This design comes from an exercise in tuning for small area, a short achievable clock period and few clock cycles per item on the open sky130 flow, not from production work.
At most, simulation tests tie the RTL to the original design; equivalence was not proved.
The RTL of runs 1 and 2 was laid out without a check of its function.
Power and IR drop assume default switching activity.

===== flow/config.mk =====
export PLATFORM = sky130hd
export DESIGN_NAME = mmu_bounds_guard
export DESIGN_NICKNAME = mmu_bounds_guard
export VERILOG_FILES = /design/flow/design.v
export SDC_FILE = /design/flow/constraint.sdc
export NUM_CORES = 4
export LEC_CHECK = 0
export CAP_MARGIN = 20
export CORE_MARGIN = 2
export CORE_UTILIZATION = 45
export SETUP_SLACK_MARGIN = 3.0
export SLEW_MARGIN = 20
export SYNTH_HIERARCHICAL = 1

===== flow/constraint.sdc =====
create_clock -name core_clock -period 5.5 [get_ports {clk}]
set_input_delay 1.1000 -clock core_clock [delete_from_list [all_inputs] [get_ports {clk}]]
set_output_delay 1.1000 -clock core_clock [all_outputs]
set_load 0.01 [all_outputs]

===== flow/design.v =====
package mmu_bounds_guard_pkg;
  localparam int ADDR_W_DEF = 26;
  localparam int SEL_W_DEF  = 4;
  localparam int NSEG_DEF   = 11;
endpackage
module mmu_bounds_table
#(
  parameter int ADDR_W = mmu_bounds_guard_pkg::ADDR_W_DEF,
  parameter int SEL_W  = mmu_bounds_guard_pkg::SEL_W_DEF,
  parameter int NSEG   = mmu_bounds_guard_pkg::NSEG_DEF
) (
  input  logic              clk,
  input  logic              rst,
  input  logic              we,
  input  logic [SEL_W-1:0]  sel,
  input  logic [31:0]       lower,
  input  logic [31:0]       upper,
  output logic [SEL_W-1:0]  active_sel,
  output logic              dead,
  output logic              fresh,
  output logic [ADDR_W-1:0] lo,
  output logic [ADDR_W-1:0] hi,
  output logic              hi_big
);
  logic [SEL_W-1:0]  act_q;
  logic              dead_q;
  logic              fresh_q;
  logic [ADDR_W-1:0] lo_q;
  logic [ADDR_W-1:0] hi_q;
  logic              hi_big_q;
  always_ff @(posedge clk or posedge rst) begin
    if (rst) begin
      act_q   <= '0;
      dead_q  <= 1'b1;
      fresh_q <= 1'b1;
    end else if (we) begin
      act_q   <= sel;
      dead_q  <= (32'(sel) >= NSEG) || (lower[31:ADDR_W] != '0);
      fresh_q <= 1'b0;
    end
  end
  always_ff @(posedge clk) begin
    if (we) begin
      lo_q     <= lower[ADDR_W-1:0];
      hi_q     <= upper[ADDR_W-1:0];
      hi_big_q <= upper[31:ADDR_W] != '0;
    end
  end
  assign active_sel = act_q;
  assign dead       = dead_q;
  assign fresh      = fresh_q;
  assign lo         = lo_q;
  assign hi         = hi_q;
  assign hi_big     = hi_big_q;
endmodule
module mmu_bounds_check
#(
  parameter int W = mmu_bounds_guard_pkg::ADDR_W_DEF
) (
  input  logic [W-1:0] an,
  input  logic [W-1:0] lo,
  input  logic [W-1:0] hi,
  input  logic         hi_big,
  input  logic         dead,
  input  logic         fresh,
  output logic         pass
);
  localparam int LV = $clog2(W);
  logic [W-1:0] g_lo, e_lo;
  logic [W-1:0] g_hi, e_hi;
  for (genvar i = 0; i < W; i++) begin : g_bit
    mmu_bounds_nor2  u_g_lo (.a(an[i]), .b(lo[i]), .y(g_lo[i]));
    mmu_bounds_xor2  u_e_lo (.a(an[i]), .b(lo[i]), .y(e_lo[i]));
    mmu_bounds_nand2 u_g_hi (.a(hi[i]), .b(an[i]), .y(g_hi[i]));
    mmu_bounds_xnor2 u_e_hi (.a(hi[i]), .b(an[i]), .y(e_hi[i]));
  end
  logic rg_lo, re_lo, rg_hi, re_hi;
  mmu_bounds_ge_tree #(.W(W), .POS(1)) u_t_lo (.g(g_lo), .e(e_lo), .rg(rg_lo), .re(re_lo));
  mmu_bounds_ge_tree #(.W(W), .POS(0)) u_t_hi (.g(g_hi), .e(e_hi), .rg(rg_hi), .re(re_hi));
  localparam bit POS_LO = (LV % 2 == 0);
  localparam bit POS_HI = (LV % 2 == 1);
  logic ge_lo, ge_hi, zero;
  assign ge_lo = POS_LO ? (rg_lo | re_lo) : ~(rg_lo & re_lo);
  assign ge_hi = POS_HI ? (rg_hi | re_hi) : ~(rg_hi & re_hi);
  mmu_bounds_and_all #(.W(W)) u_zero (.a(an), .y(zero));
  assign pass = (fresh & zero) | (~dead & ge_lo & (hi_big | ge_hi));
endmodule
module mmu_bounds_ge_tree
#(
  parameter int W   = mmu_bounds_guard_pkg::ADDR_W_DEF,
  parameter bit POS = 1'b1
) (
  input  logic [W-1:0] g,
  input  logic [W-1:0] e,
  output logic         rg,
  output logic         re
);
  localparam int LV = $clog2(W);
  logic [W-1:0] gl [LV+1];
  logic [W-1:0] el [LV+1];
  assign gl[0] = g;
  assign el[0] = e;
  for (genvar k = 1; k <= LV; k++) begin : g_lvl
    localparam int N = (W + (1 << (k - 1)) - 1) >> (k - 1);   
    localparam bit P = POS ^ ((k - 1) % 2 == 1);               
    for (genvar i = 0; i < N / 2; i++) begin : g_node
      if (P) begin : g_p
        mmu_bounds_node_n u_n (.g1(gl[k-1][2*i+1]), .e1(el[k-1][2*i+1]),
                               .g0(gl[k-1][2*i]),   .e0(el[k-1][2*i]),
                               .g(gl[k][i]), .e(el[k][i]));
      end else begin : g_n
        mmu_bounds_node_p u_n (.g1(gl[k-1][2*i+1]), .e1(el[k-1][2*i+1]),
                               .g0(gl[k-1][2*i]),   .e0(el[k-1][2*i]),
                               .g(gl[k][i]), .e(el[k][i]));
      end
    end
    if (N % 2 == 1) begin : g_odd
      mmu_bounds_inv u_ig (.a(gl[k-1][N-1]), .y(gl[k][N/2]));
      mmu_bounds_inv u_ie (.a(el[k-1][N-1]), .y(el[k][N/2]));
    end
    if (N / 2 + N % 2 < W) begin : g_unused
      assign gl[k][W-1:N/2+N%2] = '0;
      assign el[k][W-1:N/2+N%2] = '0;
    end
  end
  assign rg = gl[LV][0];
  assign re = el[LV][0];
endmodule
module mmu_bounds_node_p (
  input  logic g1,
  input  logic e1,
  input  logic g0,
  input  logic e0,
  output logic g,
  output logic e
);
  assign g = ~(g1 & (e1 | g0));
  assign e = ~(e1 | e0);
endmodule
module mmu_bounds_node_n (
  input  logic g1,
  input  logic e1,
  input  logic g0,
  input  logic e0,
  output logic g,
  output logic e
);
  assign g = ~(g1 | (e1 & g0));
  assign e = ~(e1 & e0);
endmodule
module mmu_bounds_and_all
#(
  parameter int W = mmu_bounds_guard_pkg::ADDR_W_DEF
) (
  input  logic [W-1:0] a,
  output logic         y
);
  assign y = &a;
endmodule
module mmu_bounds_inv (
  input  logic a,
  output logic y
);
  assign y = ~a;
endmodule
module mmu_bounds_nor2 (
  input  logic a,
  input  logic b,
  output logic y
);
  assign y = ~(a | b);
endmodule
module mmu_bounds_nand2 (
  input  logic a,
  input  logic b,
  output logic y
);
  assign y = ~(a & b);
endmodule
module mmu_bounds_nand3 (
  input  logic a,
  input  logic b,
  input  logic c,
  output logic y
);
  assign y = ~(a & b & c);
endmodule
module mmu_bounds_xor2 (
  input  logic a,
  input  logic b,
  output logic y
);
  assign y = a ^ b;
endmodule
module mmu_bounds_xnor2 (
  input  logic a,
  input  logic b,
  output logic y
);
  assign y = ~(a ^ b);
endmodule
module mmu_bounds_mux2i
#(
  parameter int W = 1
) (
  input  logic [W-1:0] a,
  input  logic [W-1:0] b,
  input  logic         s,
  output logic [W-1:0] y
);
  assign y = ~(s ? b : a);
endmodule
module mmu_bounds_guard
#(
  parameter int ADDR_W = mmu_bounds_guard_pkg::ADDR_W_DEF,
  parameter int SEL_W  = mmu_bounds_guard_pkg::SEL_W_DEF,
  parameter int NSEG   = mmu_bounds_guard_pkg::NSEG_DEF
) (
  input  logic              clk,
  input  logic              rst,
  input  logic              we,
  input  logic [SEL_W-1:0]  sel,
  input  logic [31:0]       lower,
  input  logic [31:0]       upper,
  input  logic              req_valid,
  output logic              req_ready,
  input  logic [ADDR_W-1:0] req_addr,
  input  logic              req_wr,
  output logic              mem_valid,
  input  logic              mem_ready,
  output logic [ADDR_W-1:0] mem_addr,
  output logic              mem_wr,
  output logic              exc,
  output logic [ADDR_W-1:0] exc_addr,
  output logic [SEL_W-1:0]  exc_sel,
  input  logic              exc_ack
);
  logic [SEL_W-1:0]  act;
  logic              dead;
  logic              fresh;
  logic [ADDR_W-1:0] lo;
  logic [ADDR_W-1:0] hi;
  logic              hi_big;
  mmu_bounds_table #(
    .ADDR_W (ADDR_W),
    .SEL_W  (SEL_W),
    .NSEG   (NSEG)
  ) u_table (
    .clk        (clk),
    .rst        (rst),
    .we         (we),
    .sel        (sel),
    .lower      (lower),
    .upper      (upper),
    .active_sel (act),
    .dead       (dead),
    .fresh      (fresh),
    .lo         (lo),
    .hi         (hi),
    .hi_big     (hi_big)
  );
  logic              v_q;
  logic              pass_q;
  logic              chk_q;
  logic              busy_q;
  logic [ADDR_W-1:0] addr_q;
  logic              wr_q;
  logic [SEL_W-1:0]  sel_q;
  logic              free;
  logic              same;
  logic [ADDR_W-1:0] an;
  logic              pass;
  logic n_mv, n_ex;
  mmu_bounds_nand3 u_n_mv (.a(v_q), .b(pass_q),  .c(mem_ready), .y(n_mv));
  mmu_bounds_nand3 u_n_ex (.a(v_q), .b(!pass_q), .c(exc_ack),   .y(n_ex));
  mmu_bounds_nand3 u_rdy  (.a(busy_q), .b(n_mv), .c(n_ex), .y(req_ready));
  assign free = !busy_q || (v_q && (pass_q ? mem_ready : exc_ack));
  assign same = we && (sel == act);
  mmu_bounds_mux2i #(.W(ADDR_W)) u_amux (.a(req_addr), .b(addr_q), .s(chk_q), .y(an));
  mmu_bounds_check #(.W(ADDR_W)) u_check (
    .an     (an),
    .lo     (lo),
    .hi     (hi),
    .hi_big (hi_big),
    .dead   (dead),
    .fresh  (fresh),
    .pass   (pass)
  );
  always_ff @(posedge clk or posedge rst) begin
    if (rst) begin
      v_q    <= 1'b0;
      chk_q  <= 1'b0;
      busy_q <= 1'b0;
    end else if (chk_q) begin
      v_q    <= 1'b1;
      chk_q  <= 1'b0;
    end else if (free) begin
      v_q    <= req_valid && !same;
      chk_q  <= req_valid && same;
      busy_q <= req_valid;
    end
  end
  always_ff @(posedge clk) begin
    if (chk_q || free) begin
      pass_q <= pass;
    end
    if (free) begin
      addr_q <= req_addr;
      wr_q   <= req_wr;
      sel_q  <= act;
    end
  end
  assign mem_valid = v_q && pass_q;
  assign mem_addr  = addr_q;
  assign mem_wr    = wr_q;
  assign exc       = v_q && !pass_q;
  assign exc_addr  = addr_q;
  assign exc_sel   = sel_q;
endmodule

===== flow/flow/run.sh =====
#!/bin/bash
# Standard ORFS layout, with plain buf_1 cells on the ports instead of the
# delay buffers buffer_ports picks by default, and the delay-cell families
# kept out of the post-synthesis repairs. Synthesis is the standard one.
set -euo pipefail
PLAT_DONT_USE=$(make -s -C "$FLOW_HOME" DESIGN_CONFIG="$FLOW_CONFIG" print-DONT_USE_CELLS 2>/dev/null | sed -n 's/^DONT_USE_CELLS: //p')
EXTRA="sky130_fd_sc_hd__clkdlybuf4s15_1 sky130_fd_sc_hd__clkdlybuf4s15_2 sky130_fd_sc_hd__clkdlybuf4s18_1 sky130_fd_sc_hd__clkdlybuf4s18_2 sky130_fd_sc_hd__clkdlybuf4s25_1 sky130_fd_sc_hd__clkdlybuf4s25_2 sky130_fd_sc_hd__clkdlybuf4s50_1 sky130_fd_sc_hd__clkdlybuf4s50_2 sky130_fd_sc_hd__dlygate4sd1_1 sky130_fd_sc_hd__dlygate4sd2_1 sky130_fd_sc_hd__dlygate4sd3_1 sky130_fd_sc_hd__dlymetal6s2s_1 sky130_fd_sc_hd__dlymetal6s4s_1 sky130_fd_sc_hd__dlymetal6s6s_1"
echo "platform dont_use: $PLAT_DONT_USE" > flow_vars.log
bash standard.sh synth > synth.log 2>&1
bash standard.sh "BUFFER_PORTS_ARGS=-buffer_cell sky130_fd_sc_hd__buf_1" "DONT_USE_CELLS=$PLAT_DONT_USE $EXTRA" finish > layout.log 2>&1

===== flow/standard.sh =====
#!/bin/bash
# synth_recipe.tcl (not shown) runs the flow's synth.tcl, then flattens the netlist and writes it again
# the make line also repeats each setting of config.mk as NAME=value (left out here)
make -C /OpenROAD-flow-scripts/flow DESIGN_CONFIG=/design/flow/config.mk WORK_HOME=/design/flow/orfs CLKGATE_MAP_FILE= SYNTH_SCRIPT=/design/flow/synth_recipe.tcl "${@:-finish}"

==> out/results.ini, run 1 <==
[sta]
skew_ns=0.00743
fmax_ghz=0.388
finalCritPeriodShare=0.469
rsz0062_at_grt=true
holdWs_ns=0.495
fin_ws_ns=2.92
period_minus_slack_ns=2.58
drv_slew=0
finalSetupViolations=0
tightest_slew_ns=0.899
slew_headroom=0.401
setup-tns-final_ns=0
hold_viol=0

[logic_synthesis]
synth_top_area_frac=0.515
synth_nets=513
synthesis.instances=412
synth-seq-area-share=0.561
avgSynthCellArea_um2=12.0
ys_async_sr_fraction=0.0957
synth_common_cells=edfxtp_1 (85), nand2_1 (56), nor2_1 (54)
ys_types=38
ys_top_cells_by_area=edfxtp_1 (52%), mux2i_1 (5.3%), xnor2_1 (5.1%)
yosys_most_used_dff=edfxtp_1
yosysTopAreaCell=edfxtp_1
yosysWarnings=18
synth-edff-count=85
synth_seq_cells=94
netlist_area_um2=4950
synth.most_common_cell=edfxtp_1

[detailed_routing]
drt_iter0_drc=66
vias=3418
viasPerCell=4.81
postRouteAntennaNets=0
drc=0
wl_um=10300
dr.pass1.iters=5
wire_per_inst_um=14.5

[grt]
grt_pass1_wl_um=15600
grt_max_degree=42
grt_overflow_total=0
antenna_found_initial=0
grt_pass1_vias=3187
grt_use_total=0.176

[clock_network]
clkSinkCount=94
root_buffer=clkbuf_8
clock_latency_ns=0.36
cts.path.max_buffers=2
htree_levels=3
cts_buffers=9
cts_tree=done
clk_pin_slew_ns=0.08

[place]
routabilityCongestion=0.801
place_inst=683
place_ws_ns=2.53
place_area_um2=5800
dp_hpwl_um=7640
portBuffers=160

[min_path]
hold_class=flip-flop to flip-flop

[floorplan]
core-area_um2=10800
start_util=0.459
die_w_um=109
die_h_um=109
io-pin-count=161
die_area_um2=11900
num_rows=38

[cells_and_area]
regArea_um2=2780
multiInputGateArea_um2=2280
final_area_um2=6160
antenna_cells=0
final_util=0.570
layout-drive-gt1-share=0.231
layoutNonFillerInstCount=711
nNetsFinal=667
fill_cells=960
syn_to_final_growth_pct=24.3

[setup_path]
crit_path_end_kind=output port
crit_type=primary input to output port
cp.arrival_ns=1.48
required_ns=4.40
worst_setup_path_start_kind=primary input
worst-path-max-fanout=2

[power_and_ir_drop]
p_leak_nw=2.06
ir_drop_uv=190
p_total_mw=2.00
power_density_nw_per_um2=325

[run]
drv_cap=0

[outcome]
status=finished clean

==> timing repair <==
action / in CTS / in global routing
gates resized for setup: 2 / 27
setup endpoints to repair: 2 / 3
hold buffers: 0 / 0
pin swaps: 1 / 11
buffers inserted: 6 / 6
==> layout by cell type (no fill, tap or decap), drive strengths merged <==
master / n
o31ai: 1
nand3: 3
xnor2: 29
a21o: 1
or3: 1
a22oi: 1
nand4: 6
or2: 1
dfstp: 2
inv: 11
nor2: 54
or4: 2
xor2: 27
edfxtp: 85
nor2b: 1
clkinv: 4
nand2: 57
clkbuf: 14
and3: 1
dfrtp: 7
o21ai: 25
a21oi: 28
buf: 170
a22o: 1
mux2i: 26
mux2: 6
a2111oi: 1
nor4: 2
nor3: 1
and2: 1
clkinvlp: 1
and2b: 1
==> registers in the layout, summed over array words and instances (netlist names) <==
signal            count
addr_q               26
u_table.hi_q         26
u_table.lo_q         26
sel_q                 4
u_table.act_q         4
busy_q                1
chk_q                 1
pass_q                1
u_table.dead_q        1
u_table.fresh_q       1
u_table.hi_big_q      1
v_q                   1
wr_q                  1
==> Yosys stat by module, one instance, submodules excluded, a selection <==
| module | flip-flops and latches | cells inside | copies in the design | area, µm² |
|---|---|---|---|---|
| mmu_bounds_guard | 35 | 82 | 1 | 1380 |
| mmu_bounds_node_n | 0 | 2 | 25 | 12.5 |
| mmu_bounds_node_p | 0 | 2 | 25 | 12.5 |
| mmu_bounds_xnor2 | 0 | 1 | 26 | 8.76 |
| mmu_bounds_xor2 | 0 | 1 | 26 | 8.76 |
| mmu_bounds_nand3 | 0 | 1 | 3 | 5.00 |
| mmu_bounds_inv | 0 | 1 | 8 | 3.75 |
| mmu_bounds_nand2 | 0 | 1 | 26 | 3.75 |
| mmu_bounds_nor2 | 0 | 1 | 26 | 3.75 |
==> worst max-delay path, cell delays in order <==
cell	delay, ns
buf_1	0.08
nand3_1	0.09
nand3_2	0.07
buf_6	0.13
==> worst paths after layout <==
check / end / slack, ns / startpoint / depth (start not counted)
max in group asynchronous: u_table.dead_q$_DFFE_PP1P_ / 4.58 / rst / 2
hold reg to reg: u_table.fresh_q$_DFFE_PP1P_ / 0.49 / u_table.fresh_q$_DFFE_PP1P_ / 1
setup / recovery: req_ready / 2.92 / mem_ready / 4
min in group asynchronous: v_q$_DFFE_PP0P_ / 0.58 / rst / 2
hold / removal: u_table.fresh_q$_DFFE_PP1P_ / 0.49 / u_table.fresh_q$_DFFE_PP1P_ / 1
setup reg to reg: pass_q$_DFFE_PP_ / 3.00 / chk_q$_DFF_PP0_ / 11
==> cell type report <==
| class | count | share of cell area |
|---|---|---|
| Clock inverter | 5 | 0.00427 |
| Tap cell | 140 | 0.0284 |
| Multi-Input combinational cell | 277 | 0.371 |
| Timing Repair Buffer | 173 | 0.116 |
| Sequential cell | 94 | 0.452 |
| Clock buffer | 11 | 0.0213 |
| Inverter | 11 | 0.00671 |
==> per-layer routing <==
layer	up-vias	global-route usage	routed length, µm
met1	1578	0.234	4460
met5	-	0	0
met2	97	0.291	5130
met4	0	0.0659	146
met3	15	0.0287	561
li1	1728	-	-
==> report_power, final <==
group	total, mW	leakage, nW	switching (mW)	internal, mW
Combinational	0.547	1.03	0.338	0.209
Sequential	1.07	0.942	0.123	0.943
Clock	0.390	0.0805	0.229	0.161
==> cell families after synthesis <==
| family | count (synthesis) | share of synthesized area |
|---|---|---|
| flops | 94 | 0.561 |
| compound gates | 58 | 0.102 |
| mux | 32 | 0.0670 |
| simple gates | 131 | 0.112 |
| xor+xnor | 56 | 0.0990 |
| buf+inv | 41 | 0.0589 |
==> run 2: changes to the inputs <==
--- a/flow/design.v
+++ b/flow/design.v
@@ -68,18 +68,18 @@
   localparam int LV = $clog2(W);
-  logic [W-1:0] g_lo, e_lo;
-  logic [W-1:0] g_hi, e_hi;
+  logic [W-1:0] g_lo, l_lo;
+  logic [W-1:0] g_hi, l_hi;
   for (genvar i = 0; i < W; i++) begin : g_bit
     mmu_bounds_nor2  u_g_lo (.a(an[i]), .b(lo[i]), .y(g_lo[i]));
-    mmu_bounds_xor2  u_e_lo (.a(an[i]), .b(lo[i]), .y(e_lo[i]));
+    mmu_bounds_nand2 u_l_lo (.a(an[i]), .b(lo[i]), .y(l_lo[i]));
     mmu_bounds_nand2 u_g_hi (.a(hi[i]), .b(an[i]), .y(g_hi[i]));
-    mmu_bounds_xnor2 u_e_hi (.a(hi[i]), .b(an[i]), .y(e_hi[i]));
+    mmu_bounds_nor2  u_l_hi (.a(hi[i]), .b(an[i]), .y(l_hi[i]));
   end
-  logic rg_lo, re_lo, rg_hi, re_hi;
-  mmu_bounds_ge_tree #(.W(W), .POS(1)) u_t_lo (.g(g_lo), .e(e_lo), .rg(rg_lo), .re(re_lo));
-  mmu_bounds_ge_tree #(.W(W), .POS(0)) u_t_hi (.g(g_hi), .e(e_hi), .rg(rg_hi), .re(re_hi));
-  localparam bit POS_LO = (LV % 2 == 0);
-  localparam bit POS_HI = (LV % 2 == 1);
+  logic rl_lo, rl_hi;
+  mmu_bounds_lt_tree #(.W(W), .KIND_A(1)) u_t_lo (.g(g_lo), .l(l_lo), .rl(rl_lo));
+  mmu_bounds_lt_tree #(.W(W), .KIND_A(0)) u_t_hi (.g(g_hi), .l(l_hi), .rl(rl_hi));
+  localparam bit ROOT_A_LO = (LV % 2 == 0);
+  localparam bit ROOT_A_HI = (LV % 2 == 1);
   logic ge_lo, ge_hi, zero;
-  assign ge_lo = POS_LO ? (rg_lo | re_lo) : ~(rg_lo & re_lo);
-  assign ge_hi = POS_HI ? (rg_hi | re_hi) : ~(rg_hi & re_hi);
+  assign ge_lo = ROOT_A_LO ? rl_lo : ~rl_lo;
+  assign ge_hi = ROOT_A_HI ? rl_hi : ~rl_hi;
   mmu_bounds_and_all #(.W(W)) u_zero (.a(an), .y(zero));
@@ -87,11 +87,10 @@
 endmodule
-module mmu_bounds_ge_tree
+module mmu_bounds_lt_tree
 #(
-  parameter int W   = mmu_bounds_guard_pkg::ADDR_W_DEF,
-  parameter bit POS = 1'b1
+  parameter int W      = mmu_bounds_guard_pkg::ADDR_W_DEF,
+  parameter bit KIND_A = 1'b1
 ) (
   input  logic [W-1:0] g,
-  input  logic [W-1:0] e,
-  output logic         rg,
-  output logic         re
+  input  logic [W-1:0] l,
+  output logic         rl
 );
@@ -99,17 +98,17 @@
   logic [W-1:0] gl [LV+1];
-  logic [W-1:0] el [LV+1];
+  logic [W-1:0] ll [LV+1];
   assign gl[0] = g;
-  assign el[0] = e;
+  assign ll[0] = l;
   for (genvar k = 1; k <= LV; k++) begin : g_lvl
     localparam int N = (W + (1 << (k - 1)) - 1) >> (k - 1);   
-    localparam bit P = POS ^ ((k - 1) % 2 == 1);               
+    localparam bit A = KIND_A ^ ((k - 1) % 2 == 1);            
     for (genvar i = 0; i < N / 2; i++) begin : g_node
-      if (P) begin : g_p
-        mmu_bounds_node_n u_n (.g1(gl[k-1][2*i+1]), .e1(el[k-1][2*i+1]),
-                               .g0(gl[k-1][2*i]),   .e0(el[k-1][2*i]),
-                               .g(gl[k][i]), .e(el[k][i]));
-      end else begin : g_n
-        mmu_bounds_node_p u_n (.g1(gl[k-1][2*i+1]), .e1(el[k-1][2*i+1]),
-                               .g0(gl[k-1][2*i]),   .e0(el[k-1][2*i]),
-                               .g(gl[k][i]), .e(el[k][i]));
+      if (A) begin : g_a
+        mmu_bounds_node_a u_n (.g1(gl[k-1][2*i+1]), .l1(ll[k-1][2*i+1]),
+                               .g0(gl[k-1][2*i]),   .l0(ll[k-1][2*i]),
+                               .g(gl[k][i]), .l(ll[k][i]));
+      end else begin : g_b
+        mmu_bounds_node_b u_n (.g1(gl[k-1][2*i+1]), .l1(ll[k-1][2*i+1]),
+                               .g0(gl[k-1][2*i]),   .l0(ll[k-1][2*i]),
+                               .g(gl[k][i]), .l(ll[k][i]));
       end
@@ -118,3 +117,3 @@
       mmu_bounds_inv u_ig (.a(gl[k-1][N-1]), .y(gl[k][N/2]));
-      mmu_bounds_inv u_ie (.a(el[k-1][N-1]), .y(el[k][N/2]));
+      mmu_bounds_inv u_il (.a(ll[k-1][N-1]), .y(ll[k][N/2]));
     end
@@ -122,29 +121,28 @@
       assign gl[k][W-1:N/2+N%2] = '0;
-      assign el[k][W-1:N/2+N%2] = '0;
+      assign ll[k][W-1:N/2+N%2] = '0;
     end
   end
-  assign rg = gl[LV][0];
-  assign re = el[LV][0];
+  assign rl = ll[LV][0];
 endmodule
-module mmu_bounds_node_p (
+module mmu_bounds_node_a (
   input  logic g1,
-  input  logic e1,
+  input  logic l1,
   input  logic g0,
-  input  logic e0,
+  input  logic l0,
   output logic g,
-  output logic e
+  output logic l
 );
-  assign g = ~(g1 & (e1 | g0));
-  assign e = ~(e1 | e0);
+  assign g = ~(g1 | (l1 & g0));
+  assign l = ~(l1 & (g1 | l0));
 endmodule
-module mmu_bounds_node_n (
+module mmu_bounds_node_b (
   input  logic g1,
-  input  logic e1,
+  input  logic l1,
   input  logic g0,
-  input  logic e0,
+  input  logic l0,
   output logic g,
-  output logic e
+  output logic l
 );
-  assign g = ~(g1 | (e1 & g0));
-  assign e = ~(e1 & e0);
+  assign g = ~(g1 & (l1 | g0));
+  assign l = ~(l1 | (g1 & l0));
 endmodule
@@ -187,16 +185,2 @@
 endmodule
-module mmu_bounds_xor2 (
-  input  logic a,
-  input  logic b,
-  output logic y
-);
-  assign y = a ^ b;
-endmodule
-module mmu_bounds_xnor2 (
-  input  logic a,
-  input  logic b,
-  output logic y
-);
-  assign y = ~(a ^ b);
-endmodule
 module mmu_bounds_mux2i
--- a/flow/config.mk
+++ b/flow/config.mk
@@ -10,3 +10,3 @@
 export CORE_UTILIZATION = 45
-export SETUP_SLACK_MARGIN = 3.0
+export SETUP_SLACK_MARGIN = 2.9
 export SLEW_MARGIN = 20
==> run 2 against run 1 <==
Sequential share of layout area increased by 5.6 points. Routed wire length down 2.2%. Die area shrank 5.3%. Hold slack hardly changed. Combinational power down 14%. Total power down 4.0%. Clock-buffer cell count is 2 higher. Largest power group unchanged. Highest routed layer unchanged.
==> out/results.ini, run 2 <==
[power_and_ir_drop]
ir_drop_uv=174  ; was 190 µV
switching_share=0.328  ; was 0.344
power_density_nw_per_um2=351  ; was 325 nW/µm²
switchingPower_mw=0.630  ; was 0.690 mW
intPower_mw=1.29  ; was 1.31 mW
p_seq_frac=0.536  ; was 0.532
p_clk_frac=0.218  ; was 0.195
comb_power_share=0.246  ; was 0.273
p_leak_nw=1.83  ; was 2.06 nW

[setup_path]
crit_chain=buf_6, nand3_2, nand3_1, buf_2  ; was buf_1, nand3_1, nand3_2, buf_6
cp.arrival_ns=1.47  ; was 1.48 ns
regToRegStartpoint=chk_q$_DFF_PP0_  ; unchanged
required_ns=4.40  ; about the same
reg2reg_to=pass_q$_DFFE_PP_  ; unchanged
max_stage_delay_ns=0.14  ; was 0.13 ns
crit_family=buffers and inverters  ; unchanged
crit_type=primary input to output port  ; unchanged
path_buf_inv=2  ; unchanged
r2r_slack_ns=3.07  ; was 3.00 ns
reg2reg_depth=10  ; was 11
crit_path_end_kind=output port  ; unchanged
worst-path-max-fanout=2  ; unchanged
crit_slowest_cell=buf_2  ; was buf_6
worst_setup_path_start_kind=primary input  ; unchanged

[logic_synthesis]
yosysWarnings=18  ; unchanged
synthesis.instances=400  ; was 412
synth_nets=501  ; was 513
netlist_area_um2=4680  ; was 4950 µm²
avgSynthCellArea_um2=11.7  ; was 12.0 µm²

[min_path]
holdPathStages=1  ; unchanged
hold_class=flip-flop to flip-flop  ; unchanged
hp-start=u_table.fresh_q$_DFFE_PP1P_  ; unchanged
whs_endpoint=u_table.fresh_q$_DFFE_PP1P_  ; unchanged

[cells_and_area]
syn_to_final_growth_pct=17.1  ; was 24.3%
layout.cells.most_common_list=buf_1 (157), edfxtp_1 (85), nand2_1 (56)  ; was buf_1 (163), edfxtp_1 (85), nand2_1 (54)
layoutNonFillerInstCount=688  ; was 711
layout-drive-gt1-share=0.163  ; was 0.231
nNetsFinal=648  ; was 667
antenna_cells=0  ; unchanged
top_regs=addr_q x26, u_table.hi_q x26, u_table.lo_q x26  ; unchanged
layout_commonest_cell=buf_1  ; unchanged

[detailed_routing]
vias=3420  ; was 3418
drt_iter0_drc=171  ; was 66
drc=0  ; unchanged
wl_um=10100  ; was 10300 µm
viasPerCell=4.97  ; was 4.81
postRouteAntennaNets=0  ; unchanged
wire_per_inst_um=14.6  ; was 14.5 µm
dr.pass1.iters=5  ; unchanged

[place]
portBuffers=160  ; unchanged
dp_hpwl_um=7540  ; was 7640 µm
routabilityCongestion=0.792  ; was 0.801
place_inst=667  ; was 683

[clock_network]
clock_latency_ns=0.35  ; was 0.36 ns
cts.path.max_buffers=2  ; unchanged
cts-hold-fix-buffers=0  ; unchanged
htree_levels=3  ; unchanged
clk_pin_slew_ns=0.08  ; about the same
clkSinkCount=94  ; unchanged
cts_tree=done  ; unchanged
cts_buffers=9  ; unchanged
root_buffer=clkbuf_8  ; unchanged

[floorplan]
start_util=0.457  ; was 0.459
die_w_um=106  ; was 109 µm
num_rows=37  ; was 38
core-area_um2=10200  ; was 10800 µm²
die_h_um=106  ; was 109 µm
io-pin-count=161  ; unchanged
die_area_um2=11200  ; was 11900 µm²

[sta]
period_minus_slack_ns=2.57  ; was 2.58 ns
rsz0062_at_grt=true  ; unchanged
hold_viol=0  ; unchanged
holdWs_ns=0.495  ; about the same
fmax_ghz=0.389  ; was 0.388 GHz
skew_ns=0.00613  ; was 0.00743 ns
tightest_slew_ns=1.04  ; was 0.899 ns
setup-tns-final_ns=0  ; unchanged
finalCritPeriodShare=0.468  ; was 0.469
slew_headroom=0.306  ; was 0.401
drv_slew=0  ; unchanged
finalSetupViolations=0  ; unchanged

[grt]
grt_max_degree=43  ; was 42
antenna_found_initial=0  ; unchanged
grt_overflow_total=0  ; unchanged
grt_pass1_wl_um=16000  ; was 15600 µm
grt_use_total=0.184  ; was 0.176
grt_pass1_vias=3344  ; was 3187

[run]
drv_cap=0  ; unchanged

[outcome]
status=finished clean  ; unchanged

[run 2: layout make-up]
type                       instances  area (µm²)
timing repair buffer             166         659
sequential                        94        2780
clock inverter                     3        20.0
clock buffer                      13         159
multi-input combinational        265        1640
tap                              136         170
inverter                          11        41.3
fill                             956        4750
[run 2: timing repair]
action	4_1_cts	5_1_grt
gates resized for setup	4	11
endpoints found under the setup margin	2	2
setup buffers	5	0
gates cloned	0	0
pin swaps	0	1
[run 2: metrics by stage]
| step | total power, mW | cell area (µm²) | worst slack, ns | utilization |
|---|---|---|---|---|
| 2_1_floorplan | 1.39 | 4680 | 2.95 | - |
| 3_3_place_gp | 1.51 | 5210 | 2.60 | 0.509 |
| 3_5_place_dp | 1.52 | 5210 | 2.58 | 0.509 |
| 4_1_cts | 1.94 | 5440 | 2.91 | 0.531 |
| 5_1_grt | 2.04 | 5480 | 2.89 | 0.535 |
| 6_report | 1.92 | 5480 | 2.93 | 0.535 |
[run 2: worst max path at each step]
stage | start | to | slack, ns | cells after the start
after global placement | req_addr[15] | pass_q$_DFFE_PP_ | 2.60 | 7
after CTS | exc_ack | req_ready | 2.91 | 4
after detailed placement | req_addr[15] | pass_q$_DFFE_PP_ | 2.58 | 9
final | mem_ready | req_ready | 2.93 | 4
after floorplan | req_addr[10] | pass_q$_DFFE_PP_ | 2.95 | 6
after global routing | req_addr[11] | pass_q$_DFFE_PP_ | 2.89 | 7
[run 2: worst reg2reg max path, delay by kind of cell (launching register included)]
| family | cells | cell delay (ns) |
|---|---|---|
| AOI/OAI and AO/OA | 6 | 0.89 |
| buffers and inverters | 2 | 0.34 |
| DFF | 1 | 0.43 |
| muxes | 1 | 0.37 |
| and+or+nand+nor | 1 | 0.15 |
[run 2: routing by layer]
layer | vias to the layer above | GRT usage | wire (µm) | part of all wire
met1 | 1585 | 0.232 | 4490 | 0.45
met5 | - | 0 | 0 | 0
li1 | 1716 | - | - | -
met2 | 108 | 0.314 | 4940 | 0.49
met3 | 11 | 0.0343 | 492 | 0.049
met4 | 0 | 0.0752 | 143 | 0.014
[run 2: power by group through the flow]
stage | clock network [mW] | logic (mW) | registers, mW
after global routing | 0.467 | 0.525 | 1.05
after floorplan | 0 | 0.327 | 1.06
after global placement | 0 | 0.466 | 1.04
after detailed placement | 0 | 0.470 | 1.05
after CTS | 0.435 | 0.477 | 1.03
final | 0.419 | 0.473 | 1.03
==> run 3: changes to the inputs <==
--- a/flow/design.v
+++ b/flow/design.v
@@ -4,2 +4,6 @@
   localparam int NSEG_DEF   = 11;
+  function automatic int levels(input int n);
+    levels = (n <= 1) ? 0 : (n <= 2) ? 1 : (n <= 4) ? 2 : (n <= 8) ? 3 :
+             (n <= 16) ? 4 : (n <= 32) ? 5 : 6;
+  endfunction
 endpackage
@@ -67,3 +71,3 @@
 );
-  localparam int LV = $clog2(W);
+  localparam int LV = mmu_bounds_guard_pkg::levels(W);
   logic [W-1:0] g_lo, l_lo;
@@ -96,3 +100,3 @@
 );
-  localparam int LV = $clog2(W);
+  localparam int LV = mmu_bounds_guard_pkg::levels(W);
   logic [W-1:0] gl [LV+1];
--- a/flow/config.mk
+++ b/flow/config.mk
@@ -10,3 +10,3 @@
 export CORE_UTILIZATION = 45
-export SETUP_SLACK_MARGIN = 2.9
+export SETUP_SLACK_MARGIN = 2.7
 export SLEW_MARGIN = 20
==> run 3 against run 2 <==
Hold slack lost 0.0026 ns. Sequential share of layout area rose by 0.23 points. Still clean. Clock skew increased by 0.0013 ns. Cell area decreased by 0.46%. Critical endpoint is now pass_q$_DFFE_PP_.
==> out/results.ini, run 3 <==
[outcome]
status=finished clean  ; unchanged

[setup_path]
required_ns=5.62  ; was 4.40 ns
crit_path_end_kind=flip-flop  ; was output port
worst_setup_path_start_kind=flip-flop  ; was primary input
worst-path-max-fanout=29  ; was 2
crit_slowest_cell=dfrtp_4  ; was buf_2
crit_type=flip-flop to flip-flop  ; was primary input to output port
max_stage_delay_ns=0.78  ; was 0.14 ns
path_common_cell=a21oi_2
cp.arrival_ns=2.77  ; was 1.47 ns
crit_chain=mux2i_1, nand2_1, a21oi_2, a21oi_2, o21ai_1, a21oi_2, o21ai_1, o31ai_2  ; was buf_6, nand3_2, nand3_1, buf_2

[clock_network]
clk_pin_slew_ns=0.09  ; was 0.08 ns
cts.path.max_buffers=2  ; unchanged
cts-hold-fix-buffers=0  ; unchanged
postCtsSetupBuffers=0  ; was 5
clock_latency_ns=0.36  ; was 0.35 ns
root_buffer=clkbuf_8  ; unchanged
cts_buffers=9  ; unchanged
clkSinkCount=94  ; unchanged
cts_tree=done  ; unchanged
htree_levels=3  ; unchanged

[grt]
grt_pass1_vias=3244  ; was 3344
met1_usage=0.224  ; was 0.232
met2_usage=0.295  ; was 0.314
grt_use_total=0.175  ; was 0.184
grt_pass1_wl_um=15000  ; was 16000 µm
grtUsageMet3=0.0264  ; was 0.0343
grt-busiest-layer=met2  ; unchanged
grt_overflow_total=0  ; unchanged
grt_max_degree=33  ; was 43
antenna_found_initial=0  ; unchanged

[cells_and_area]
layout_commonest_cell=buf_1  ; unchanged
antenna_cells=0  ; unchanged
fill_cells=922  ; was 956
top_regs=addr_q x26, u_table.hi_q x26, u_table.lo_q x26  ; unchanged
nNetsFinal=644  ; was 648
final_util=0.533  ; was 0.535
layoutNonFillerInstCount=684  ; was 688
layout-drive-gt1-share=0.146  ; was 0.163
syn_to_final_growth_pct=16.5  ; was 17.1%
layout.cells.most_common_list=buf_1 (160), edfxtp_1 (85), nand2_1 (56)  ; was buf_1 (157), edfxtp_1 (85), nand2_1 (56)
regArea_um2=2780  ; unchanged
multiInputGateArea_um2=1610  ; was 1640 µm²

[place]
routabilityCongestion=0.797  ; was 0.792
dp_hpwl_um=7380  ; was 7540 µm
place_inst=668  ; was 667
portBuffers=160  ; unchanged

[detailed_routing]
wl_um=9520  ; was 10100 µm
vias=3372  ; was 3420
viasPerCell=4.93  ; was 4.97
dr.pass1.iters=5  ; unchanged
drc=0  ; unchanged
postRouteAntennaNets=0  ; unchanged
wire_per_inst_um=13.9  ; was 14.6 µm
drt_iter0_drc=110  ; was 171

[sta]
setup-tns-final_ns=0  ; unchanged
period_minus_slack_ns=2.65  ; was 2.57 ns
fmax_ghz=0.377  ; was 0.389 GHz
rsz0062_at_grt=false  ; was true
finalCritPeriodShare=0.482  ; was 0.468
finalSetupViolations=0  ; unchanged
hold_viol=0  ; unchanged
skew_ns=0.00746  ; was 0.00613 ns
drv_slew=0  ; unchanged
slew_headroom=0.475  ; was 0.306
tightest_slew_ns=0.787  ; was 1.04 ns
holdWs_ns=0.492  ; was 0.495 ns

[logic_synthesis]
netlist_area_um2=4680  ; unchanged
synth_nets=501  ; unchanged
avgSynthCellArea_um2=11.7  ; unchanged
yosysWarnings=18  ; unchanged
synthesis.instances=400  ; unchanged

[floorplan]
die_w_um=106  ; unchanged
start_util=0.457  ; unchanged
core-area_um2=10200  ; unchanged
die_h_um=106  ; unchanged
io-pin-count=161  ; unchanged
die_area_um2=11200  ; unchanged
num_rows=37  ; unchanged

[run]
drv_cap=0  ; unchanged

[power_and_ir_drop]
p_total_mw=2.01  ; was 1.92 mW
p_leak_nw=1.82  ; was 1.83 nW
ir_drop_uv=151  ; was 174 µV
power_density_nw_per_um2=369  ; was 351 nW/µm²

[min_path]
hold_class=flip-flop to flip-flop  ; unchanged

## run 3: cell types whose count changed in the layout (fill, tap and decap cells not counted), sizes merged
cell,before,now
clkbuf,15,12
bufinv,0,2
clkinv,1,2
clkinvlp,2,1
buf,164,161
## run 3: per-stage QoR
step	cell area, µm²	setup WS [ns]
2_1_floorplan	4680	2.84
3_3_place_gp	5210	2.40
3_5_place_dp	5210	2.32
4_1_cts	5450	2.80
5_1_grt	5450	2.71
6_report	5450	2.85
## run 3: repair_timing
| action | 4_1_cts | 5_1_grt |
|---|---|---|
| resized for setup | 2 | 1 |
| gates cloned | 0 | 0 |
| endpoints found under the setup margin | 8 | 1 |
## run 3: path summary, 6_finish.rpt
path | start | to | slack, ns | depth (start not counted)
max | chk_q$_DFF_PP0_ | pass_q$_DFFE_PP_ | 2.85 | 8
min | u_table.act_q[3]$_DFFE_PP0P_ | sel_q[3]$_DFFE_PN_ | 0.49 | 0
max reg2reg | chk_q$_DFF_PP0_ | pass_q$_DFFE_PP_ | 2.85 | 8
min reg2reg | u_table.act_q[3]$_DFFE_PP0P_ | sel_q[3]$_DFFE_PN_ | 0.49 | 0
max in group asynchronous | rst | u_table.dead_q$_DFFE_PP1P_ | 4.59 | 2
min in group asynchronous | rst | v_q$_DFFE_PP0P_ | 0.57 | 2
## run 3: cell type report
type,instances,area share
Clock buffer,11,0.0278
Tap cell,136,0.0312
Clock inverter,5,0.0149
Inverter,11,0.00757
Sequential cell,94,0.511
Multi-Input combinational cell,265,0.296
Timing Repair Buffer,162,0.112
## run 3: where the power goes
| part | switching, mW | internal [mW] |
|---|---|---|
| logic | 0.303 | 0.157 |
| registers | 0.0897 | 0.942 |
| clock network | 0.240 | 0.281 |
| total | 0.633 | 1.38 |
## run 3: worst max-delay path, delay by kind of cell, from the launching register on
kind,cells,cell delay [ns]
and+or+nand+nor,1,0.16
DFF,1,0.78
muxes,1,0.50
AOI/OAI and AO/OA,6,0.96
## run 3: metal layers
metal / wire [µm] / vias up
met5: 0 / -
met4: 172 / 0
met3: 432 / 11
met2: 4540 / 102
met1: 4370 / 1550
li1: - / 1709
Testbench counts of run 3, summed over its fixed seeds: cycles 16,058, items 16,000.
==> run 4: changes to the inputs <==
--- a/flow/config.mk
+++ b/flow/config.mk
@@ -10,3 +10,3 @@
 export CORE_UTILIZATION = 45
-export SETUP_SLACK_MARGIN = 2.7
+export SETUP_SLACK_MARGIN = 2.9
 export SLEW_MARGIN = 20
==> run 4 against run 3 <==
Via count increased by 1.4%. Still clean. Synthesized cell count unchanged. Die area unchanged. Highest routed layer unchanged. Total power decreased by 4.4%. Hold slack improved by 0.0026 ns. Core utilization increased by 0.24 points. Global-route usage increased by 0.87 points. Critical path depth decreased by 4. Fmax increased by 3.1%. Flip-flop and latch count unchanged. Setup slack improved by 0.080 ns. Critical path type is now primary input to output port. Area after synthesis unchanged.
==> out/results.ini, run 4 <==
[place]
routabilityCongestion=0.792  ; was 0.797
dp_hpwl_um=7540  ; was 7380 µm
portBuffers=160  ; unchanged

[detailed_routing]
postRouteAntennaNets=0  ; unchanged
dr.pass1.iters=5  ; unchanged
wl_um=10100  ; was 9520 µm
viasPerCell=4.97  ; was 4.93
drt_iter0_drc=171  ; was 110
wire_per_inst_um=14.6  ; was 13.9 µm
drc=0  ; unchanged
vias=3420  ; was 3372

[sta]
hold_viol=0  ; unchanged
rsz0062_at_grt=true  ; was false
skew_ns=0.00613  ; was 0.00746 ns
tightest_slew_ns=1.04  ; was 0.787 ns
slew_headroom=0.306  ; was 0.475
finalSetupViolations=0  ; unchanged
fmax_ghz=0.389  ; was 0.377 GHz
setup-tns-final_ns=0  ; unchanged
finalCritPeriodShare=0.468  ; was 0.482
drv_slew=0  ; unchanged
period_minus_slack_ns=2.57  ; was 2.65 ns

[floorplan]
die_w_um=106  ; unchanged
die_h_um=106  ; unchanged
die_area_um2=11200  ; unchanged
num_rows=37  ; unchanged
io-pin-count=161  ; unchanged
core-area_um2=10200  ; unchanged
start_util=0.457  ; unchanged

[run]
drv_cap=0  ; unchanged

[clock_network]
clock_latency_ns=0.35  ; was 0.36 ns
cts_tree=done  ; unchanged
clkSinkCount=94  ; unchanged
cts_buffers=9  ; unchanged
htree_levels=3  ; unchanged
clk_pin_slew_ns=0.08  ; was 0.09 ns
cts.path.max_buffers=2  ; unchanged
root_buffer=clkbuf_8  ; unchanged
cts-hold-fix-buffers=0  ; unchanged

[cells_and_area]
top_regs=addr_q x26, u_table.hi_q x26, u_table.lo_q x26  ; unchanged
layout.cells.most_common_list=buf_1 (157), edfxtp_1 (85), nand2_1 (56)  ; was buf_1 (160), edfxtp_1 (85), nand2_1 (56)
antenna_cells=0  ; unchanged
nNetsFinal=648  ; was 644
layout-drive-gt1-share=0.163  ; was 0.146
layout_commonest_cell=buf_1  ; unchanged
syn_to_final_growth_pct=17.1  ; was 16.5%

[grt]
grt_max_degree=43  ; was 33
grt_overflow_total=0  ; unchanged
grt_pass1_vias=3344  ; was 3244
grt_pass1_wl_um=16000  ; was 15000 µm
grt_use_total=0.184  ; was 0.175
antenna_found_initial=0  ; unchanged

[setup_path]
crit_type=primary input to output port  ; was flip-flop to flip-flop
required_ns=4.40  ; was 5.62 ns
cp.arrival_ns=1.47  ; was 2.77 ns
worst-path-max-fanout=2  ; was 29
worst_setup_path_start_kind=primary input  ; was flip-flop
crit_path_end_kind=output port  ; was flip-flop

[logic_synthesis]
synthesis.instances=400  ; unchanged
synth_nets=501  ; unchanged
avgSynthCellArea_um2=11.7  ; unchanged
yosysWarnings=18  ; unchanged
netlist_area_um2=4680  ; unchanged

[power_and_ir_drop]
p_leak_nw=1.83  ; was 1.82 nW
p_total_mw=1.92  ; was 2.01 mW
ir_drop_uv=174  ; was 151 µV
power_density_nw_per_um2=351  ; was 369 nW/µm²

[outcome]
status=finished clean  ; unchanged

[min_path]
hold_class=flip-flop to flip-flop  ; unchanged

==> run 4: where the power goes <==
group | internal [mW] | switching, mW
logic | 0.161 | 0.312
clock network | 0.189 | 0.230
registers | 0.943 | 0.0888
total | 1.29 | 0.630
==> run 4: worst paths after layout <==
kind | depth (start not counted) | slack [ns] | endpoint | from
max reg2reg | 10 | 3.07 | pass_q$_DFFE_PP_ | chk_q$_DFF_PP0_
max | 4 | 2.93 | req_ready | mem_ready
min | 1 | 0.49 | u_table.fresh_q$_DFFE_PP1P_ | u_table.fresh_q$_DFFE_PP1P_
min reg2reg | 1 | 0.49 | u_table.fresh_q$_DFFE_PP1P_ | u_table.fresh_q$_DFFE_PP1P_
min in group asynchronous | 2 | 0.60 | chk_q$_DFF_PP0_ | rst
max in group asynchronous | 2 | 4.57 | u_table.fresh_q$_DFFE_PP1P_ | rst
==> run 4: timing repair <==
action                     in CTS  in global routing
pin swaps                       0                  1
buffers inserted                5                  0
cloned                          0                  0
resized for setup               4                 11
setup endpoints to repair       2                  2
==> run 4: final cells by class <==
class	instances	area, µm²
Clock inverter	3	20.0
Inverter	11	41.3
Clock buffer	13	159
Tap cell	136	170
Timing Repair Buffer	166	659
Fill cell	956	4750
Sequential cell	94	2780
Multi-Input combinational cell	265	1640
==> run 4: per-layer routing <==
| metal | track usage | part of all wire |
|---|---|---|
| met2 | 0.314 | 0.49 |
| met1 | 0.232 | 0.45 |
| met3 | 0.0343 | 0.049 |
| met5 | 0 | 0 |
| met4 | 0.0752 | 0.014 |
==> run 4: critical path, cell delays in order <==
cell,delay (ns)
buf_6,0.09
nand3_2,0.06
nand3_1,0.07
buf_2,0.14
==> run 4: per-stage QoR <==
stage                     instances  setup slack [ns]  instance area [µm²]  hold WS [ns]  utilization
after floorplan                 400              2.95                 4680         0.460            -
after global placement          667              2.60                 5210         0.473        0.509
after detailed placement        667              2.58                 5210         0.481        0.509
after CTS                       688              2.91                 5440         0.496        0.531
after global routing            688              2.89                 5480         0.507        0.535
final                           688              2.93                 5480         0.495        0.535
==> run 5: changes to the inputs <==
--- a/flow/flow/run.sh
+++ b/flow/flow/run.sh
@@ -9,2 +9,2 @@
 bash standard.sh synth > synth.log 2>&1
-bash standard.sh "BUFFER_PORTS_ARGS=-buffer_cell sky130_fd_sc_hd__buf_1" "DONT_USE_CELLS=$PLAT_DONT_USE $EXTRA" finish > layout.log 2>&1
+bash standard.sh "BUFFER_PORTS_ARGS=-buffer_cell sky130_fd_sc_hd__buf_1" "POST_FLOORPLAN_TCL=$PWD/flow/downsize.tcl" "DONT_USE_CELLS=$PLAT_DONT_USE $EXTRA" finish > layout.log 2>&1
==> flow/flow/downsize.tcl (new file) <==
# Post-floorplan hook: set every combinational cell that synthesis mapped
# at a larger drive strength back to drive 1 (same function), so that the
# repair steps that follow upsize only what timing needs. Registers, ties
# and buffers are left alone.
set db [ord::get_db]
set n 0
foreach inst [[ord::get_db_block] getInsts] {
  set m [[$inst getMaster] getName]
  if {[regexp {^sky130_fd_sc_hd__(a21oi|o21ai|a21o|o21a|nand2|nor2|nand3|nor3|nand4|nor4|a22oi|o22ai|a211oi|o211ai|a31oi|o31ai|mux2i|xor2|xnor2|inv)_(2|4)$} $m -> fam drv]} {
    set small [$db findMaster sky130_fd_sc_hd__${fam}_1]
    if {$small ne "NULL" && $small ne ""} {
      $inst swapMaster $small
      incr n
    }
  }
}
puts "downsize.tcl: set $n cells to drive 1"
==> run 5 against run 4 <==
Sequential share of layout area shrank 0.19 points. Cell area is 0.37% higher. Non-clock buffer count up 6. Die area unchanged. Synthesized cell count unchanged. Core utilization rose by 0.20 points. Flip-flop and latch count is the same. First-iteration DRC count grew 4.1%. Routed wire length shrank 1.7%. Area after synthesis did not move. Final cell count increased by 0.87%. Register-to-register slack hardly changed. Largest power group unchanged. Highest routed layer unchanged.
==> out/results.ini, run 5 <==
[cells_and_area]
antenna_cells=0  ; unchanged
layout_commonest_cell=buf_1  ; unchanged
syn_to_final_growth_pct=17.5  ; was 17.1%
final_util=0.537  ; was 0.535
layoutNonFillerInstCount=694  ; was 688
final_area_um2=5500  ; was 5480 µm²
nNetsFinal=654  ; was 648
top_regs=addr_q x26, u_table.hi_q x26, u_table.lo_q x26  ; unchanged
layout-drive-gt1-share=0.109  ; was 0.163
layout.cells.most_common_list=buf_1 (163), edfxtp_1 (85), nand2_1 (57)  ; was buf_1 (157), edfxtp_1 (85), nand2_1 (56)

[min_path]
hold_class=flip-flop to flip-flop  ; unchanged

[grt]
grtUsageMet3=0.0307  ; was 0.0343
grt_pass1_vias=3135  ; was 3344
met2_usage=0.287  ; was 0.314
grt_use_total=0.171  ; was 0.184
grt_overflow_total=0  ; unchanged
antenna_found_initial=0  ; unchanged
grt-busiest-layer=met2  ; unchanged
grt_max_degree=36  ; was 43
met1_usage=0.217  ; was 0.232
grt_pass1_wl_um=14600  ; was 16000 µm

[detailed_routing]
wl_um=9900  ; was 10100 µm
wire_per_inst_um=14.3  ; was 14.6 µm
viasPerCell=5.03  ; was 4.97
vias=3491  ; was 3420
drt_iter0_drc=178  ; was 171
dr.pass1.iters=4  ; was 5
postRouteAntennaNets=0  ; unchanged
drc=0  ; unchanged

[setup_path]
path_buf_inv=2  ; unchanged
crit_slowest_cell=buf_2  ; unchanged
max_stage_delay_ns=0.13  ; was 0.14 ns
worst-path-max-fanout=2  ; unchanged
required_ns=4.40  ; about the same
crit_type=primary input to output port  ; unchanged
worst_setup_path_start_kind=primary input  ; unchanged
crit_path_end_kind=output port  ; unchanged
crit_family=buffers and inverters  ; unchanged
crit_chain=clkbuf_2, nand3_2, nand3_1, buf_2  ; was buf_6, nand3_2, nand3_1, buf_2
cp.arrival_ns=1.47  ; about the same

[clock_network]
clock_latency_ns=0.35  ; about the same
cts.path.max_buffers=2  ; unchanged
clk_pin_slew_ns=0.09  ; was 0.08 ns
cts_buffers=9  ; unchanged
cts_tree=done  ; unchanged
clkSinkCount=94  ; unchanged
cts-hold-fix-buffers=0  ; unchanged
htree_levels=3  ; unchanged
root_buffer=clkbuf_8  ; unchanged

[floorplan]
io-pin-count=161  ; unchanged
num_rows=37  ; unchanged
core-area_um2=10200  ; unchanged
die_h_um=106  ; unchanged
start_util=0.457  ; unchanged
die_area_um2=11200  ; unchanged
die_w_um=106  ; unchanged

[sta]
hold_viol=0  ; unchanged
holdWs_ns=0.493  ; was 0.495 ns
finalSetupViolations=0  ; unchanged
fin_ws_ns=2.93  ; about the same
slew_headroom=0.407  ; was 0.306
skew_ns=0.00828  ; was 0.00613 ns
rsz0062_at_grt=true  ; unchanged
period_minus_slack_ns=2.57  ; about the same
fmax_ghz=0.389  ; about the same
drv_slew=0  ; unchanged
tightest_slew_ns=0.889  ; was 1.04 ns
finalCritPeriodShare=0.467  ; was 0.468
setup-tns-final_ns=0  ; unchanged

[power_and_ir_drop]
power_density_nw_per_um2=356  ; was 351 nW/µm²
p_leak_nw=1.88  ; was 1.83 nW
switching_share=0.322  ; was 0.328
switchingPower_mw=0.629  ; was 0.630 mW
ir_drop_uv=135  ; was 174 µV
p_seq_frac=0.536  ; about the same
intPower_mw=1.33  ; was 1.29 mW
comb_power_share=0.232  ; was 0.246
p_total_mw=1.96  ; was 1.92 mW
p_clk_frac=0.232  ; was 0.218

[place]
portBuffers=160  ; unchanged
place_ws_ns=2.40  ; was 2.58 ns
place_inst=668  ; was 667
dp_hpwl_um=7300  ; was 7540 µm
place_area_um2=5020  ; was 5210 µm²
routabilityCongestion=0.753  ; was 0.792

[logic_synthesis]
synthesis.instances=400  ; unchanged
avgSynthCellArea_um2=11.7  ; unchanged
yosysWarnings=18  ; unchanged
netlist_area_um2=4680  ; unchanged
synth_nets=501  ; unchanged

[outcome]
status=finished clean  ; unchanged

[run]
drv_cap=0  ; unchanged

-- run 5: cell types whose count changed in the layout (fill, tap and decap cells not counted), sizes merged --
| cell | change |
|---|---|
| buf | +5 |
| clkinv | +2 |
| bufinv | +1 |
| clkbuf | -1 |
| clkinvlp | -1 |
-- run 5: final cells by class --
cell class / count / area (µm²)
fill: 935 / 4730
clock buffer: 11 / 141
multi-input combinational: 265 / 1620
inverter: 11 / 41.3
sequential: 94 / 2780
timing repair buffer: 172 / 676
tap: 136 / 170
clock inverter: 5 / 60.1
-- run 5: what timing repair did --
action,CTS,global route
resized for setup,3,45
pin swaps,0,1
setup endpoints to repair,16,2
setup buffers,0,10
-- run 5: power by group through the flow --
stage	combinational, mW	sequential, mW	clock [mW]
after floorplan	0.327	1.06	0
after global placement	0.429	1.04	0
after detailed placement	0.431	1.05	0
after CTS	0.436	1.03	0.467
after global routing	0.507	1.07	0.495
final	0.453	1.05	0.454
-- run 5: path summary, 6_finish.rpt --
check | startpoint | endpoint | slack (ns) | cells after the start
min | u_table.fresh_q$_DFFE_PP1P_ | u_table.fresh_q$_DFFE_PP1P_ | 0.49 | 1
max reg2reg | chk_q$_DFF_PP0_ | pass_q$_DFFE_PP_ | 3.08 | 7
min reg2reg | u_table.fresh_q$_DFFE_PP1P_ | u_table.fresh_q$_DFFE_PP1P_ | 0.49 | 1
max | exc_ack | req_ready | 2.93 | 4
min in group asynchronous | rst | busy_q$_DFFE_PP0P_ | 0.60 | 2
max in group asynchronous | rst | u_table.fresh_q$_DFFE_PP1P_ | 4.56 | 2
-- run 5: layer usage --
metal	share of wire	up-vias	wire length (µm)
met3	0.059	13	581
met1	0.42	1617	4190
met4	0.018	0	178
met5	0	-	0
met2	0.50	141	4950
li1	-	1720	-
==> run 6: changes to the inputs <==
--- a/flow/config.mk
+++ b/flow/config.mk
@@ -10,3 +10,3 @@
 export CORE_UTILIZATION = 45
-export SETUP_SLACK_MARGIN = 2.9
+export SETUP_SLACK_MARGIN = 2.7
 export SLEW_MARGIN = 20
==> run 6 against run 5 <==
Non-clock buffer count down 10. Routed wire length down 4.0%. Fmax down 3.2%. Flip-flop and latch count unchanged. Global-route usage unchanged. Via count down 1.3%. Area after synthesis unchanged. Critical path depth up 2. Cell area down 4.8%. Largest power group unchanged. Highest routed layer unchanged.
==> out/results.ini, run 6 <==
[floorplan]
die_area_um2=11200  ; unchanged
die_w_um=106  ; unchanged
io-pin-count=161  ; unchanged
num_rows=37  ; unchanged
start_util=0.457  ; unchanged
die_h_um=106  ; unchanged
core-area_um2=10200  ; unchanged

[setup_path]
crit_slowest_cell=dfrtp_4  ; was buf_2
crit_chain=mux2i_1, nand4_1, or4_1, nor4_1, nand2_1, o31ai_1  ; was clkbuf_2, nand3_2, nand3_1, buf_2
worst_setup_path_start_kind=flip-flop  ; was primary input
worst-path-max-fanout=29  ; was 2
crit_path_end_kind=flip-flop  ; was output port
r2r_slack_ns=2.84  ; was 3.08 ns
max_stage_delay_ns=0.77  ; was 0.13 ns
required_ns=5.67  ; was 4.40 ns
crit_type=flip-flop to flip-flop  ; was primary input to output port
cp.arrival_ns=2.83  ; was 1.47 ns

[grt]
grt_use_total=0.171  ; unchanged
grt_pass1_vias=3135  ; unchanged
antenna_found_initial=0  ; unchanged
grt_max_degree=36  ; unchanged
grt_overflow_total=0  ; unchanged
grt_pass1_wl_um=14600  ; unchanged

[place]
place_inst=668  ; unchanged
routabilityCongestion=0.753  ; unchanged
place_ws_ns=2.40  ; unchanged
portBuffers=160  ; unchanged
dp_hpwl_um=7300  ; unchanged

[sta]
fmax_ghz=0.376  ; was 0.389 GHz
period_minus_slack_ns=2.66  ; was 2.57 ns
skew_ns=0.0106  ; was 0.00828 ns
finalSetupViolations=0  ; unchanged
setup-tns-final_ns=0  ; unchanged
slew_headroom=0.411  ; was 0.407
finalCritPeriodShare=0.483  ; was 0.467
hold_viol=0  ; unchanged
holdWs_ns=0.495  ; was 0.493 ns
drv_slew=0  ; unchanged
rsz0062_at_grt=true  ; unchanged
tightest_slew_ns=0.883  ; was 0.889 ns
fin_ws_ns=2.84  ; was 2.93 ns

[outcome]
status=finished clean  ; unchanged

[detailed_routing]
dr.pass1.iters=4  ; unchanged
wl_um=9500  ; was 9900 µm
wire_per_inst_um=13.9  ; was 14.3 µm
postRouteAntennaNets=0  ; unchanged
vias=3445  ; was 3491
drt_iter0_drc=177  ; was 178
drc=0  ; unchanged
viasPerCell=5.04  ; was 5.03

[power_and_ir_drop]
ir_drop_uv=132  ; was 135 µV
power_density_nw_per_um2=366  ; was 356 nW/µm²
p_seq_frac=0.538  ; was 0.536
switchingPower_mw=0.603  ; was 0.629 mW
comb_power_share=0.224  ; was 0.232
switching_share=0.315  ; was 0.322
p_clk_frac=0.237  ; was 0.232
intPower_mw=1.31  ; was 1.33 mW
p_leak_nw=1.78  ; was 1.88 nW

[clock_network]
clk_pin_slew_ns=0.09  ; about the same
clock_latency_ns=0.36  ; was 0.35 ns
cts_buffers=9  ; unchanged
root_buffer=clkbuf_8  ; unchanged
cts_tree=done  ; unchanged
htree_levels=3  ; unchanged
clkSinkCount=94  ; unchanged
cts.path.max_buffers=2  ; unchanged
cts-hold-fix-buffers=0  ; unchanged

[cells_and_area]
layout.cells.most_common_list=buf_1 (160), edfxtp_1 (85), nand2_1 (57)  ; was buf_1 (163), edfxtp_1 (85), nand2_1 (57)
layoutNonFillerInstCount=684  ; was 694
final_util=0.512  ; was 0.537
layout-drive-gt1-share=0.0547  ; was 0.109
syn_to_final_growth_pct=11.9  ; was 17.5%
antenna_cells=0  ; unchanged
layout_commonest_cell=buf_1  ; unchanged
nNetsFinal=644  ; was 654
fill_cells=958  ; was 935
top_regs=addr_q x26, u_table.hi_q x26, u_table.lo_q x26  ; unchanged

[logic_synthesis]
avgSynthCellArea_um2=11.7  ; unchanged
synth_nets=501  ; unchanged
netlist_area_um2=4680  ; unchanged
synthesis.instances=400  ; unchanged
yosysWarnings=18  ; unchanged

[min_path]
hold_class=flip-flop to flip-flop  ; unchanged

[run]
drv_cap=0  ; unchanged

[run 6: repair_timing]
action | CTS | global route
gates resized for setup | 1 | 2
setup endpoints to repair | 1 | 15
buffers inserted | 0 | 0
[run 6: through the flow]
stage          total power, mW  cell area [µm²]
3_5_place_dp              1.48             5020
6_report                  1.91             5230
4_1_cts                   1.93             5230
5_1_grt                   2.03             5230
2_1_floorplan             1.39             4680
3_3_place_gp              1.47             5020
[run 6: cell type report]
class	count	area, µm²	share of cell area
clock buffer	11	141	0.0270
clock inverter	5	60.1	0.0115
inverter	11	41.3	0.00789
multi-input combinational	265	1430	0.273
sequential	94	2780	0.532
tap	136	170	0.0325
timing repair buffer	162	611	0.117
[run 6: worst paths after layout]
check,start,endpoint,depth (start not counted)
max in group asynchronous,rst,u_table.fresh_q$_DFFE_PP1P_,2
min in group asynchronous,rst,busy_q$_DFFE_PP0P_,2
hold / removal,u_table.fresh_q$_DFFE_PP1P_,u_table.fresh_q$_DFFE_PP1P_,1
setup reg to reg,chk_q$_DFF_PP0_,pass_q$_DFFE_PP_,6
setup / recovery,chk_q$_DFF_PP0_,pass_q$_DFFE_PP_,6
hold reg to reg,u_table.fresh_q$_DFFE_PP1P_,u_table.fresh_q$_DFFE_PP1P_,1
[run 6: power groups by stage]
stage,sequential (mW),combinational (mW),clock [mW]
global route,1.05,0.484,0.495
global placement,1.04,0.429,0
finish,1.03,0.430,0.455
detailed placement,1.05,0.431,0
CTS,1.03,0.433,0.467
floorplan,1.07,0.326,0
[run 6: worst max-delay path, delay by kind of cell, from the launching register on]
| family | cells | cell delay (ns) |
|---|---|---|
| compound gates | 1 | 0.07 |
| flops | 1 | 0.77 |
| mux | 1 | 0.49 |
| simple gates | 4 | 1.13 |
[run 6: layer usage]
| metal | vias up | wire length, µm | global-route usage |
|---|---|---|---|
| li1 | 1702 | - | - |
| met1 | 1587 | 4070 | 0.217 |
| met2 | 143 | 4640 | 0.287 |
| met3 | 13 | 619 | 0.0307 |
| met4 | 0 | 167 | 0.0771 |
| met5 | - | 0 | 0 |
==> run 7: changes to the inputs <==
--- a/flow/config.mk
+++ b/flow/config.mk
@@ -10,3 +10,3 @@
 export CORE_UTILIZATION = 45
-export SETUP_SLACK_MARGIN = 2.7
+export SETUP_SLACK_MARGIN = 2.8
 export SLEW_MARGIN = 20
==> run 7 against run 6 <==
Setup slack better by 0.045 ns. Sequential share of layout area is 0.99 points lower. Die area stayed put. Sequential power hardly changed. Clock-buffer cell count stayed put. Synthesized cell count stayed put. Core utilization is 0.97 points higher. Critical path depth is 2 lower. First-iteration DRC count is 2.3% lower. Highest routed layer unchanged.
==> out/results.ini, run 7 <==
[clock_network]
cts-hold-fix-buffers=0  ; unchanged
cts.path.max_buffers=2  ; unchanged
clock_latency_ns=0.35  ; was 0.36 ns
clk_pin_slew_ns=0.08  ; was 0.09 ns
cts_buffers=9  ; unchanged
clkSinkCount=94  ; unchanged
cts_tree=done  ; unchanged
htree_levels=3  ; unchanged

[sta]
tightest_slew_ns=0.885  ; was 0.883 ns
fin_ws_ns=2.89  ; was 2.84 ns
hold_viol=0  ; unchanged
skew_ns=0.0122  ; was 0.0106 ns
slew_headroom=0.410  ; was 0.411
period_minus_slack_ns=2.61  ; was 2.66 ns
finalCritPeriodShare=0.475  ; was 0.483
setup-tns-final_ns=0  ; unchanged
rsz0062_at_grt=false  ; was true
finalSetupViolations=0  ; unchanged

[grt]
antenna_found_initial=0  ; unchanged
grt_max_degree=36  ; unchanged
grt_pass1_wl_um=14600  ; unchanged
grt_pass1_vias=3135  ; unchanged
grt_overflow_total=0  ; unchanged

[floorplan]
die_h_um=106  ; unchanged
die_area_um2=11200  ; unchanged
start_util=0.457  ; unchanged
num_rows=37  ; unchanged
die_w_um=106  ; unchanged
io-pin-count=161  ; unchanged

[setup_path]
cp.arrival_ns=1.51  ; was 2.83 ns
crit_slowest_cell=buf_1  ; was dfrtp_4
worst_setup_path_start_kind=primary input  ; was flip-flop
crit_path_end_kind=output port  ; was flip-flop
required_ns=4.40  ; was 5.67 ns
crit_type=primary input to output port  ; was flip-flop to flip-flop
crit_chain=buf_1, nand3_1, nand3_1, buf_1  ; was mux2i_1, nand4_1, or4_1, nor4_1, nand2_1, o31ai_1
max_stage_delay_ns=0.15  ; was 0.77 ns

[logic_synthesis]
netlist_area_um2=4680  ; unchanged
avgSynthCellArea_um2=11.7  ; unchanged
synth_nets=501  ; unchanged
yosysWarnings=18  ; unchanged
synthesis.instances=400  ; unchanged

[place]
dp_hpwl_um=7300  ; unchanged
place_ws_ns=2.40  ; unchanged
portBuffers=160  ; unchanged
place_area_um2=5020  ; unchanged
place_inst=668  ; unchanged
routabilityCongestion=0.753  ; unchanged

[cells_and_area]
layout-drive-gt1-share=0.0806  ; was 0.0547
top_regs=addr_q x26, u_table.hi_q x26, u_table.lo_q x26  ; unchanged
fill_cells=947  ; was 958
layout.cells.most_common_list=buf_1 (167), edfxtp_1 (85), nand2_1 (57)  ; was buf_1 (160), edfxtp_1 (85), nand2_1 (57)
syn_to_final_growth_pct=14.0  ; was 11.9%
layout_commonest_cell=buf_1  ; unchanged
multiInputGateArea_um2=1470  ; was 1430 µm²
antenna_cells=0  ; unchanged
regArea_um2=2780  ; unchanged
nNetsFinal=654  ; was 644
final_area_um2=5330  ; was 5230 µm²

[outcome]
status=finished clean  ; unchanged

[detailed_routing]
viasPerCell=5.02  ; was 5.04
vias=3483  ; was 3445
wl_um=9740  ; was 9500 µm
wire_per_inst_um=14.0  ; was 13.9 µm
postRouteAntennaNets=0  ; unchanged
dr.pass1.iters=4  ; unchanged
drc=0  ; unchanged

[power_and_ir_drop]
power_density_nw_per_um2=360  ; was 366 nW/µm²
p_leak_nw=1.84  ; was 1.78 nW

[run]
drv_cap=0  ; unchanged

[min_path]
hold_class=flip-flop to flip-flop  ; unchanged

[run 7: metrics by stage]
step                 util  hold slack [ns]  total power, mW
global placement    0.491            0.470             1.47
global route        0.521            0.505             2.04
finish              0.521            0.493             1.92
detailed placement  0.491            0.476             1.48
CTS                 0.511            0.496             1.93
floorplan               -            0.460             1.39
[run 7: power by group]
| part | switching, mW | internal [mW] | total [mW] |
|---|---|---|---|
| clock network | 0.229 | 0.224 | 0.452 |
| logic | 0.287 | 0.150 | 0.437 |
| registers | 0.0908 | 0.942 | 1.03 |
| total | 0.606 | 1.32 | 1.92 |
[run 7: critical path, delay by kind of cell]
family | cells | cell delay [ns]
buf+inv | 2 | 0.25
simple gates | 2 | 0.16
[run 7: layout make-up]
type / count / share of cell area
tap: 136 / 0.0319
timing repair buffer: 172 / 0.125
clock inverter: 5 / 0.0113
sequential: 94 / 0.522
inverter: 11 / 0.00774
multi-input combinational: 265 / 0.276
clock buffer: 11 / 0.0265
[run 7: path summary, 6_finish.rpt]
| check | start | to | slack (ns) | cells after the start |
|---|---|---|---|---|
| worst min register to register | u_table.fresh_q$_DFFE_PP1P_ | u_table.fresh_q$_DFFE_PP1P_ | 0.49 | 1 |
| max in group asynchronous | rst | u_table.fresh_q$_DFFE_PP1P_ | 4.55 | 2 |
| worst min-delay path | u_table.fresh_q$_DFFE_PP1P_ | u_table.fresh_q$_DFFE_PP1P_ | 0.49 | 1 |
| worst max register to register | chk_q$_DFF_PP0_ | pass_q$_DFFE_PP_ | 3.02 | 7 |
| min in group asynchronous | rst | busy_q$_DFFE_PP0P_ | 0.60 | 2 |
| worst max-delay path | mem_ready | req_ready | 2.89 | 4 |
[run 7: repair_timing]
action / CTS / global route
endpoints found under the hold margin: 0 / 0
setup endpoints to repair: 15 / 1
buffers inserted: 0 / 10
gates resized for setup: 2 / 15
[run 7: layer usage]
metal,global-route usage,up-vias,share of wire
met2,0.287,147,0.50
li1,-,1726,-
met5,0,-,0
met1,0.217,1600,0.42
met4,0.0771,0,0.013
met3,0.0307,10,0.064
